Background: an optimization exercise with open tools, aiming at small area and few clock cycles per item. Do not read the settings as production practice. The RTL was checked by simulation tests, not by an equivalence proof against the original design. Power and IR drop assume default switching activity.

==> flow/design.v <==
package hsbp_pkg;
    localparam int SYMBOL_COUNT_DEF  = 256;
    localparam int MAX_CODE_BITS_DEF = 8;
    localparam int SYM_W  = 8;
    localparam int CODE_W = 8;
    localparam int LEN_W  = 4;
    localparam int BYTE_W = 8;
    localparam int ENT_W = 9;
endpackage
module hsbp_dec4_n (
    input  logic [3:0]  i_a,
    output logic [15:0] o_n
);
    for (genvar x = 0; x < 16; x++) begin : g_x
        assign o_n[x] = i_a != 4'(x);
    end
endmodule
module hsbp_rows (
    input  logic [15:0]  i_hi_n,
    input  logic [15:0]  i_lo_n,
    output logic [255:0] o_row
);
    for (genvar i = 0; i < 256; i++) begin : g_row
        assign o_row[i] = ~(i_hi_n[i/16] | i_lo_n[i%16]);
    end
endmodule
module hsbp_aoi222 (
    input  logic [2:0] i_s,
    input  logic [2:0] i_d,
    output logic       o_n
);
    assign o_n = ~|(i_s & i_d);
endmodule
module hsbp_nand_tree (
    input  logic [85:0] i_n,
    output logic        o_y
);
    assign o_y = ~&i_n;
endmodule
module hsbp_rdmux (
    input  logic [255:0] i_sel,
    input  logic [255:0] i_d,
    output logic         o_y
);
    logic [85:0] n;
    for (genvar t = 0; t < 85; t++) begin : g_t
        hsbp_aoi222 u_aoi (.i_s(i_sel[3*t +: 3]), .i_d(i_d[3*t +: 3]), .o_n(n[t]));
    end
    assign n[85] = ~(i_sel[255] & i_d[255]);
    hsbp_nand_tree u_or (.i_n(n), .o_y(o_y));
endmodule
module huffman_symbol_bit_packer #(
    parameter int SYMBOL_COUNT  = hsbp_pkg::SYMBOL_COUNT_DEF,
    parameter int MAX_CODE_BITS = hsbp_pkg::MAX_CODE_BITS_DEF
) (
    input  logic                        i_clk,
    input  logic                        i_rst_n,
    input  logic                        i_valid,
    output logic                        o_stall,
    input  logic [1:0]                  i_kind,
    input  logic [hsbp_pkg::SYM_W-1:0]  i_symbol,
    input  logic [hsbp_pkg::CODE_W-1:0] i_code_bits,
    input  logic [hsbp_pkg::LEN_W-1:0]  i_code_length,
    output logic                        o_valid,
    input  logic                        i_stall,
    output logic [hsbp_pkg::BYTE_W-1:0] o_packed_byte,
    output logic [hsbp_pkg::LEN_W-1:0]  o_valid_bits,
    output logic                        o_is_last,
    output logic                        o_unknown_symbol
);
    logic [255:0][8:0] r_tab;
    logic       accept;
    logic       blocked;
    logic       r_s1_valid;
    logic       r_s1_flush;
    logic [8:0] r_s1_ent;
    logic [8:0] wr_ent;
    logic [8:0] rd_ent;
    assign blocked = o_valid && i_stall;
    assign o_stall = r_s1_valid && blocked;
    assign accept  = i_valid && !o_stall;
    always_comb begin
        logic [3:0] len;
        len = (i_code_length > 4'd8) ? 4'd8 : i_code_length;
        if (len == 4'd0) begin
            wr_ent = '0;
        end else begin
            wr_ent = ({i_code_bits, 1'b0} & (9'h1FF << (4'd9 - len)))
                   | (9'h100 >> len);
        end
    end
    logic [8:0]   wr_col;
    logic         wr_load;
    logic [15:0]  rd_hi_n, rd_lo_n, wr_hi_n, wr_lo_n;
    logic [255:0] rd_sel, wr_en;
    assign wr_col  = wr_ent & {9{i_rst_n}};
    assign wr_load = accept && i_kind == 2'd0;
    hsbp_dec4_n u_rd_hi (.i_a(i_symbol[7:4]), .o_n(rd_hi_n));
    hsbp_dec4_n u_rd_lo (.i_a(i_symbol[3:0]), .o_n(rd_lo_n));
    hsbp_rows   u_rd    (.i_hi_n(rd_hi_n), .i_lo_n(rd_lo_n), .o_row(rd_sel));
    hsbp_rows   u_wr    (.i_hi_n(wr_hi_n), .i_lo_n(wr_lo_n), .o_row(wr_en));
    assign wr_hi_n = rd_hi_n & {16{i_rst_n}};
    assign wr_lo_n = rd_lo_n & {16{i_rst_n}} | {16{i_rst_n && !wr_load}};
    for (genvar i = 0; i < 256; i++) begin : g_row
        always_ff @(posedge i_clk) begin
            if (wr_en[i]) begin
                r_tab[i] <= wr_col;
            end
        end
    end
    for (genvar b = 0; b < 9; b++) begin : g_bit
        logic [255:0] col;
        for (genvar i = 0; i < 256; i++) begin : g_c
            assign col[i] = r_tab[i][b];
        end
        hsbp_rdmux u_mux (.i_sel(rd_sel), .i_d(col), .o_y(rd_ent[b]));
    end
    always_ff @(posedge i_clk) begin
        if (!o_stall) begin
            r_s1_ent   <= rd_ent;
            r_s1_flush <= i_kind[1];
        end
    end
    logic proc;
    assign proc = r_s1_valid && !blocked;
    always_ff @(posedge i_clk) begin
        if (!i_rst_n) begin
            r_s1_valid <= 1'b0;
        end else if (!o_stall) begin
            r_s1_valid <= accept && (i_kind == 2'd1 || i_kind == 2'd2);
        end
    end
    logic [7:0]  r_acc;        
    logic [7:0]  acc_bits;     
    logic [2:0]  acc_cnt;
    logic [15:0] wide;
    logic        n_emit;
    logic [7:0]  n_acc;
    logic [7:0]  n_byte;
    logic [2:0]  n_cnt;
    logic        n_last;
    logic        n_unk;
    always_comb begin
        acc_cnt = 3'd0;
        for (int j = 0; j < 8; j++) begin
            if (r_acc[j] && (r_acc & ((8'd1 << j) - 8'd1)) == 8'd0) acc_cnt = 3'(7 - j);
        end
        acc_bits = r_acc & (r_acc - 8'd1);
        wide     = {acc_bits, 8'd0} | ({r_s1_ent, 7'd0} >> acc_cnt);
        n_emit = 1'b0;
        n_acc  = r_acc;
        n_byte = '0;
        n_cnt  = '0;
        n_last = 1'b0;
        n_unk  = 1'b0;
        if (r_s1_flush) begin
            n_emit = 1'b1;
            n_byte = acc_bits;
            n_cnt  = acc_cnt;
            n_last = 1'b1;
            n_acc  = 8'h80;
        end else if (r_s1_ent == 9'd0) begin
            n_emit = 1'b1;
            n_unk  = 1'b1;
        end else if (wide[7:0] != 8'd0) begin
            n_emit = 1'b1;
            n_byte = wide[15:8];
            n_acc  = wide[7:0];
        end else begin
            n_acc  = wide[15:8];
        end
    end
    logic [7:0] r_out_byte;
    logic [2:0] r_out_cnt;
    logic       r_out_last;
    logic       r_out_unk;
    logic       r_out_valid;
    always_ff @(posedge i_clk) begin
        if (!i_rst_n) begin
            r_acc       <= 8'h80;
            r_out_valid <= 1'b0;
        end else begin
            if (proc) begin
                r_acc <= n_acc;
            end
            if (proc && n_emit) begin
                r_out_valid <= 1'b1;
            end else if (!i_stall) begin
                r_out_valid <= 1'b0;
            end
        end
    end
    always_ff @(posedge i_clk) begin
        if (proc && n_emit) begin
            r_out_byte <= n_byte;
            r_out_cnt  <= n_cnt;
            r_out_last <= n_last;
            r_out_unk  <= n_unk;
        end
    end
    assign o_valid          = r_out_valid;
    assign o_packed_byte    = r_out_byte;
    assign o_valid_bits     = {!r_out_last && !r_out_unk, r_out_cnt};
    assign o_is_last        = r_out_last;
    assign o_unknown_symbol = r_out_unk;
endmodule
==> flow/flow/run.sh <==
#!/bin/bash
set -euo pipefail
export CTS_ARGS="-sink_clustering_enable -repair_clock_nets -sink_clustering_size 30 -sink_clustering_max_diameter 80 -buf_list sky130_fd_sc_hd__clkbuf_16 -dont_use_dummy_load"
export BUFFER_PORTS_ARGS="-buffer_cell sky130_fd_sc_hd__buf_1"
bash standard.sh > standard.log 2>&1
==> flow/standard.sh <==
#!/bin/bash
# synth_recipe.tcl (not shown) runs the flow's synth.tcl, then flattens the netlist and writes it again
# the make line also repeats each setting of config.mk as NAME=value (left out here)
make -C /OpenROAD-flow-scripts/flow DESIGN_CONFIG=/design/flow/config.mk WORK_HOME=/design/flow/orfs CLKGATE_MAP_FILE= SYNTH_SCRIPT=/design/flow/synth_recipe.tcl "${@:-finish}"
==> flow/config.mk <==
export PLATFORM = sky130hd
export DESIGN_NAME = huffman_symbol_bit_packer
export DESIGN_NICKNAME = huffman_symbol_bit_packer
export VERILOG_FILES = /design/flow/design.v
export SDC_FILE = /design/flow/constraint.sdc
export NUM_CORES = 4
export LEC_CHECK = 0
export CAP_MARGIN = 20
export CORE_MARGIN = 2
export CORE_UTILIZATION = 55
export CTS_BUF_LIST = sky130_fd_sc_hd__clkbuf_16
export CTS_CLUSTER_DIAMETER = 80
export CTS_CLUSTER_SIZE = 30
export PLACE_DENSITY = 0.68
export SLEW_MARGIN = 20
export SYNTH_HIERARCHICAL = 1
==> flow/constraint.sdc <==
create_clock -name core_clock -period 6.0 [get_ports {i_clk}]
set_input_delay 1.2000 -clock core_clock [delete_from_list [all_inputs] [get_ports {i_clk}]]
set_output_delay 1.2000 -clock core_clock [all_outputs]
set_load 0.01 [all_outputs]
==> qor.yml, run 1 <==
grt_pass1_vias: 44969
holdPathStages: 2
dpl_cell_area_sq_um: 87600
synth_compound_area_share_pct: 9.791
ys_ff_latch: 2337
die_width_um: 396.6
syn_to_final_growth_pct: 6.271
power.total_mw: 29.03
dieHeight_um: 396.6
io_buffers: 41
reg2reg_to: "r_s1_ent[1]"
fmax_mhz: 189.6
wirelength_mm: 228.1
p_int_mw: 22.73
synth_seq_area_share_pct: 82.66
htree_levels: 3
dpl.hpwl_mm: 144.2
synthArstFlopShare_pct: 0
yosys-mux-area-fraction_pct: 0.1033
root_buffer: "clkbuf_16"
cts_buffers: 98
path_max_fanout: 16
drive_above_1_share_pct: 7.063
clkPwrFrac_pct: 25.7
synth_edf_count: 2327
grt_pass1_wl_mm: 323.7
ctsHoldBuffers: 0
fin_area_sq_um: 90090
synth_fp_nets: 4366
final_nets: 4477
postCtsSetupRepairBufs: 0
postCtsResizedCells: 0
postRouteAntennaNets: 0
worstPathArrival_ns: 5.79
drtPass1Iterations: 10
io_pins: 42
ir_worst_vdd_mv: 0.2538
syn_area_sq_um: 84770
p_per_area_nw_per_um2: 322.2
overflow: 0
hold_violations: 0
antenna_found_initial: 8
netlist_top_cells_count: "edfxtp_1, a222oi_1, nor2_1"
synthTopCellsByArea: "edfxtp_1, a222oi_1, nor2_1"
rows: 144
multi_input_area_sq_um: 13390
synth_top_area_share_pct: 82.43
synthSimpleGateAreaFrac_pct: 5.558
rr_worst_depth: 5
cts_buffer_depth: 3
cts_tree: "yes"
setup_violations: 0
min_path_type: "flop to flop"
crit_required_ns: 6.51
p_comb_share_pct: 5.9
fillers: 11083
rsz0062_at_grt: "false"
cp-end-kind: "flop"
fin_crit_sh_pct: 87.91
dp.cells: 6391
num_vias: 47648
finalClockSkew_ns: 0.09849
first_iter_violations: 11553
criticalPathCategory: "primary input to flop"
status: "no timing/DRC/antenna violations"
stdcell_count: 6494
place_congestion: 0.9489
drv_slew: 0
synthFlopType: "edfxtp_1"
leakagePower_nw: 25.83
tightest_slew_ns: 1.236
timing.final.crit_period_ns: 5.275
clock_latency_ns: 0.78
core_sq_um: 153500
yosys.area.top_type: "edfxtp_1"
rr_startpoint: "r_tab[460]"
wire_per_inst_um: 35.13
r2r_slack_ns: 2.44
maxCapViolations: 0
dieArea_sq_um: 157300
synth_xor_area_share_pct: 0
hold_path.startpoint: "r_out_valid"
p_sw_share_pct: 21.69
worstSetupStartpointType: "primary input"
syn_area_per_cell_sq_um: 19.55
initial_core_util_pct: 55.22
grt_max_degree: 196
synthDistinctLibCells: 70
p_seq_share_pct: 68.5
hold_end: "r_out_valid"
cts.sinks: 2337
syn_inst: 4337
grt_usage_pct: 28.62
area.sequential_sq_um: 70080
drc: 0
p_switching_mw: 6.297
ys_warn_count: 7
synth_top_family_by_area: "compound AO/OA/AOI/OAI gates"
cts.clk_slew.worst_paths_ns: 0.11
synthAdderAreaFrac_pct: 0.04428
synth.most_common_cell: "edfxtp_1"
viasPerCell: 7.337
relSlewSlack_pct: 17.59
-- layout by cell type (no fill, tap or decap), types with 5 or more instances in the layout --
cell / count
nand4_1: 200
nor2_4: 20
nor2_2: 31
mux2i_1: 5
buf_12: 35
nand4bb_2: 6
o211ai_1: 6
nor2_1: 518
dfxtp_1: 10
nand2_1: 39
edfxtp_1: 2327
o21ai_1: 7
nor4_1: 39
nand4bb_1: 6
or4_1: 18
nand4b_1: 9
a21oi_1: 18
and2_1: 24
a222oi_1: 765
nand3_1: 9
buf_1: 40
buf_4: 90
nor2b_1: 5
o21ai_0: 18
inv_1: 11
nor3_1: 6
clkbuf_16: 98
-- cell families after synthesis --
kind of cell | count (synthesis)
adders and majority gates | 3
muxes | 8
DFF | 2337
and+or+nand+nor | 959
buffers and inverters | 169
AOI/OAI and AO/OA | 861
-- Yosys stat by module, one instance, submodules excluded --
module                     flip-flops and latches  cells inside  area [sq um]  copies in the design
hsbp_aoi222                                     0             1         10.01                   765
hsbp_rows                                       0           320          1689                     2
huffman_symbol_bit_packer                    2337          2622         71700                     1
hsbp_rdmux                                      0             1         3.754                     9
hsbp_dec4_n                                     0            20         186.4                     2
hsbp_nand_tree                                  0            29         181.4                     9
-- worst max-delay path, cell delays in order --
cell and delay [ns]:
buf_1 0.47, or4b_1 0.99, nor2_1 0.37, a222oi_1 0.67, nand4_1 0.17, nor4_1 0.79, nand4_1 0.49, or4_1 0.62
-- power groups by stage --
stage / Sequential [mW] / Clock [mW] / Combinational [mW]
finish: 19.9 / 7.46 / 1.70
global placement: 20.2 / 0 / 1.64
detailed placement: 20.2 / 0 / 1.67
floorplan: 20.1 / 0 / 0.942
global route: 20.0 / 8.05 / 1.79
CTS: 19.9 / 7.52 / 1.67
-- sequential cells by signal (all words and copies together), names as in the netlist --
name	cells
r_acc	8
r_out_byte	8
r_out_cnt	3
r_out_last	1
r_out_unk	1
r_out_valid	1
r_s1_ent	9
r_s1_flush	1
r_s1_valid	1
r_tab	2304
-- worst max path at each step --
stage / startpoint / to / slack, ns
after floorplan: i_code_length[2] / r_tab[1005] / -0.76
after global placement: i_symbol[0] / r_s1_ent[0] / 0.08
after detailed placement: i_symbol[0] / r_s1_ent[0] / 0.0009
after CTS: i_symbol[0] / r_s1_ent[0] / 0.82
after global routing: i_symbol[3] / r_s1_ent[1] / 0.67
final: i_symbol[4] / r_s1_ent[1] / 0.73
-- stage by stage --
stage / setup TNS (ns) / hold slack, ns / worst slack (ns) / util, %
after floorplan: -1026.41 / 0.4853 / -0.7638 / -
after global placement: 0 / 0.5177 / 0.08152 / 57.06
after detailed placement: 0 / 0.5288 / 0.0009246 / 57.06
after CTS: 0 / 0.5455 / 0.8206 / 58.66
after global routing: 0 / 0.5693 / 0.6681 / 58.68
final: 0 / 0.5388 / 0.7252 / 58.69
-- final cells by class --
type,instances,share of cell area [%]
diodes,4,0.01111
flip-flops and latches,2337,77.79
repair buffers,167,1.730
well taps,2044,2.839
inverters,13,0.05416
clock buffers,98,2.722
multi-input cells,1831,14.86
-- routing by layer --
| metal | track usage (%) | wire length (um) |
|---|---|---|
| met2 | 43.39 | 104900 |
| met5 | 0 | 41 |
| met4 | 10.61 | 9028 |
| met1 | 41.53 | 84370 |
| met3 | 5.802 | 29740 |
Testbench counts, summed over its fixed seeds: cycles 34,072, items 34,056.
==> run 2: changes to the inputs <==
--- a/flow/config.mk
+++ b/flow/config.mk
@@ -8,9 +8,9 @@
 export CAP_MARGIN = 20
 export CORE_MARGIN = 2
-export CORE_UTILIZATION = 55
+export CORE_UTILIZATION = 60
 export CTS_BUF_LIST = sky130_fd_sc_hd__clkbuf_16
 export CTS_CLUSTER_DIAMETER = 80
 export CTS_CLUSTER_SIZE = 30
-export PLACE_DENSITY = 0.68
+export PLACE_DENSITY = 0.72
 export SLEW_MARGIN = 20
 export SYNTH_HIERARCHICAL = 1
==> run 2 against run 1 <==
  * Via count is 0.88% higher
  * Clock skew rose by 0.00091 ns
  * Register-to-register slack got worse by 0.03 ns
  * Wire length shrank 1.4%
  * Still clean on timing, DRC and antenna
  * Worst hold slack better by 0.022 ns
  * Fmax fell by 3.1%
  * Global-route usage up 2.0 points
  * Sequential cell count did not move
  * Synthesized cell count stayed put
  * Area after synthesis unchanged
==> qor.yml, run 2 <==
status: "no timing/DRC/antenna violations"
grt_pass1_vias: 45236
synth.most_common_cell: "edfxtp_1"
criticalPathCategory: "primary input to flop"
worstSetupStartpointType: "primary input"
cts.sinks: 2337
syn_area_per_cell_sq_um: 19.55
hold_slack_ns: 0.5605
synth_seq_area_share_pct: 82.66
met2WireLength_mm: 103.9
dieHeight_um: 379.9
drv_slew: 0
postRouteAntennaNets: 0
cts_buffer_depth: 3
regMostFlops: "r_tab"
num_vias: 48066
p_int_mw: 22.73
synth_edf_count: 2327
clkPwrFrac_pct: 25.6
worstPathArrival_ns: 5.91
grt_usage_pct: 30.64
r2r_slack_ns: 2.41
drtPass1Iterations: 13
slowest_delay_ns: 0.83
rr_worst_depth: 5
drive_above_1_share_pct: 7.735
antenna_found_initial: 10
cts_buffers: 98
synthFlopType: "edfxtp_1"
rsz0062_at_grt: "false"
hold_end: "r_out_valid"
crit_path_frequent_cell: "nand4_1"
io_buffers: 41
p_switching_mw: 6.243
syn_inst: 4337
synthDistinctLibCells: 70
dieArea_sq_um: 144300
postCtsResizedCells: 0
synthTopCellsByArea: "edfxtp_1, a222oi_1, nor2_1"
synthArstFlopShare_pct: 0
ir_worst_vdd_mv: 0.3099
rr_startpoint: "r_tab[1492]"
cp_top_family: "simple AND/OR/NAND/NOR gates"
fin_ws_ns: 0.5567
critical_path.slowest_cell: "nor4_1"
p_per_area_nw_per_um2: 322.0
setup_violations: 0
initial_core_util_pct: 60.61
top_layer_used: "met5"
pre_cts_slack_ns: 0.1763
viasPerCell: 7.567
crit_buf_inv: 2
finalClockSkew_ns: 0.09940
timing.final.crit_period_ns: 5.443
routed-wl-met3_mm: 32.13
min_path_type: "flop to flop"
io_pins: 42
tightest_slew_ns: 1.234
wire_per_inst_um: 35.39
place_congestion: 0.9396
synth_fp_nets: 4366
grt_pass1_wl_mm: 319.6
fin_setup_tns_ns: 0
worstPathCellList: "buf_1, nand4b_1, buf_4, nor2_1, a222oi_1, nand4_1, nor4_1, nand4_1, or4_1"
final_nets: 4504
syn_area_sq_um: 84770
final_common_cell: "edfxtp_1"
overflow: 0
drc: 0
hold_path.startpoint: "r_out_valid"
fin_area_sq_um: 89990
cts.clk_slew.worst_paths_ns: 0.09
leakagePower_nw: 25.92
ctsHoldBuffers: 0
cts_tree: "yes"
ys_ff_latch: 2337
fin_crit_sh_pct: 90.72
p_comb_share_pct: 5.9
postCtsSetupRepairBufs: 0
core_sq_um: 139900
cp-end-kind: "flop"
yosys.area.top_type: "edfxtp_1"
top_regs: "r_tab x2304, r_s1_ent x9"
first_iter_violations: 11771
hold_violations: 0
reg2reg_to: "r_s1_ent[7]"
die_width_um: 379.9
p_sw_share_pct: 21.55
maxCapViolations: 0
fmax_mhz: 183.7
grt_max_degree: 155
dpl_cell_area_sq_um: 87490
dpl.hpwl_mm: 142.7
p_seq_share_pct: 68.6
clock_latency_ns: 0.77
synth_top_area_share_pct: 82.43
rows: 137
root_buffer: "clkbuf_16"
path_max_fanout: 16
most-common-layout-cells: "edfxtp_1, a222oi_1, nor2_1"
crit_required_ns: 6.46
wl_met1_mm: 79.16
largest_reg_flops: 2304
htree_levels: 3
netlist_top_cells_count: "edfxtp_1, a222oi_1, nor2_1"
relSlewSlack_pct: 17.74
ys_warn_count: 7
wirelength_mm: 224.8
syn_to_final_growth_pct: 6.149
holdPathStages: 2
-- run 2: worst max-delay path by stage --
stage / start / endpoint / slack [ns] / cells past startpoint
after floorplan: i_code_length[2] / r_tab[1005] / -0.76 / 3
after global placement: i_symbol[3] / r_s1_ent[5] / 0.17 / 9
after detailed placement: i_symbol[3] / r_s1_ent[0] / 0.18 / 9
after CTS: i_symbol[3] / r_s1_ent[0] / 0.96 / 9
after global routing: i_symbol[3] / r_s1_ent[7] / 0.70 / 9
final: i_symbol[3] / r_s1_ent[7] / 0.56 / 9
-- run 2: stage by stage --
stage                     total power, mW  utilization, %  std cells
after CTS                           28.95           64.30       6347
after floorplan                     21.04               -       4337
after detailed placement            21.88           62.55       6249
after global placement              21.78           62.53       6249
after global routing                29.68           64.33       6349
final                               28.97           64.33       6352
-- run 2: layout make-up --
cell class,instances,area (sq um)
clock buffers,98,2452
inverters,13,48.80
repair buffers,194,1637
diodes,3,7.507
multi-input cells,1831,13420
flip-flops and latches,2337,70080
fillers,9374,49890
well taps,1876,2347
-- run 2: power by group through the flow --
stage	sequential, mW	combinational (mW)	clock, mW
global route	20.0	1.77	7.93
floorplan	20.1	0.942	0
global placement	20.2	1.62	0
detailed placement	20.2	1.65	0
finish	19.9	1.70	7.41
CTS	19.9	1.65	7.44
-- run 2: worst reg2reg max path, cell delays in order (launching register included) --
cell      delay (ns)
edfxtp_1        0.37
a222oi_1        0.70
nand4_1         0.30
nor4_1          0.83
nand4_1         0.49
or4_1           0.62
-- run 2: cells by family after synthesis --
family / share of synthesized area [%]
flip-flops: 82.66
AND/OR/NAND/NOR: 5.558
AO/OA/AOI/OAI: 9.791
buffers and inverters: 1.839
multiplexers: 0.1033
adder cells (fa/ha/maj): 0.04428
-- run 2: Yosys stat by module (local to each module, per instance) --
module,flops+latches,area [sq um]
hsbp_aoi222,0,10.01
hsbp_dec4_n,0,186.4
huffman_symbol_bit_packer,2337,71700
hsbp_rows,0,1689
hsbp_nand_tree,0,181.4
hsbp_rdmux,0,3.754
-- run 2: routing by layer --
layer | track usage (%) | vias up
met5 | 0 | -
met4 | 11.03 | 16
met3 | 6.843 | 479
met2 | 46.80 | 3914
met1 | 44.09 | 24247
li1 | - | 19410

-- re-timing with driven ports --
How much do the figures lean on ideal ports? The routed layouts below were timed once more, with nothing changed but the port constraints.
Step 1 assumes that a clkbuf_16 drives the clock port and a buf_2 every other input.
Step 2 also shifts input and output timing later by t, the mid clock arrival at the registers, as if the neighbouring blocks saw the same clock.
a / b / c = ideal ports / drivers / drivers and shift; a / b = the first two.
| run | t (ns) | slack for setup (ns) | cell pins on the clock port's net |
|---|---|---|---|
| run 1 | 0.813 | 0.725 / 0.772 / -0.041 | 1 |
| run 2 | 0.812 | 0.557 / 0.540 / -0.272 | 1 |
Met with ideal ports but missed after step 2: setup timing in run 1 and run 2. For run 2, which loses most, drivers alone change the setup slack by -0.017 ns; drivers and shift together by -0.829 ns.
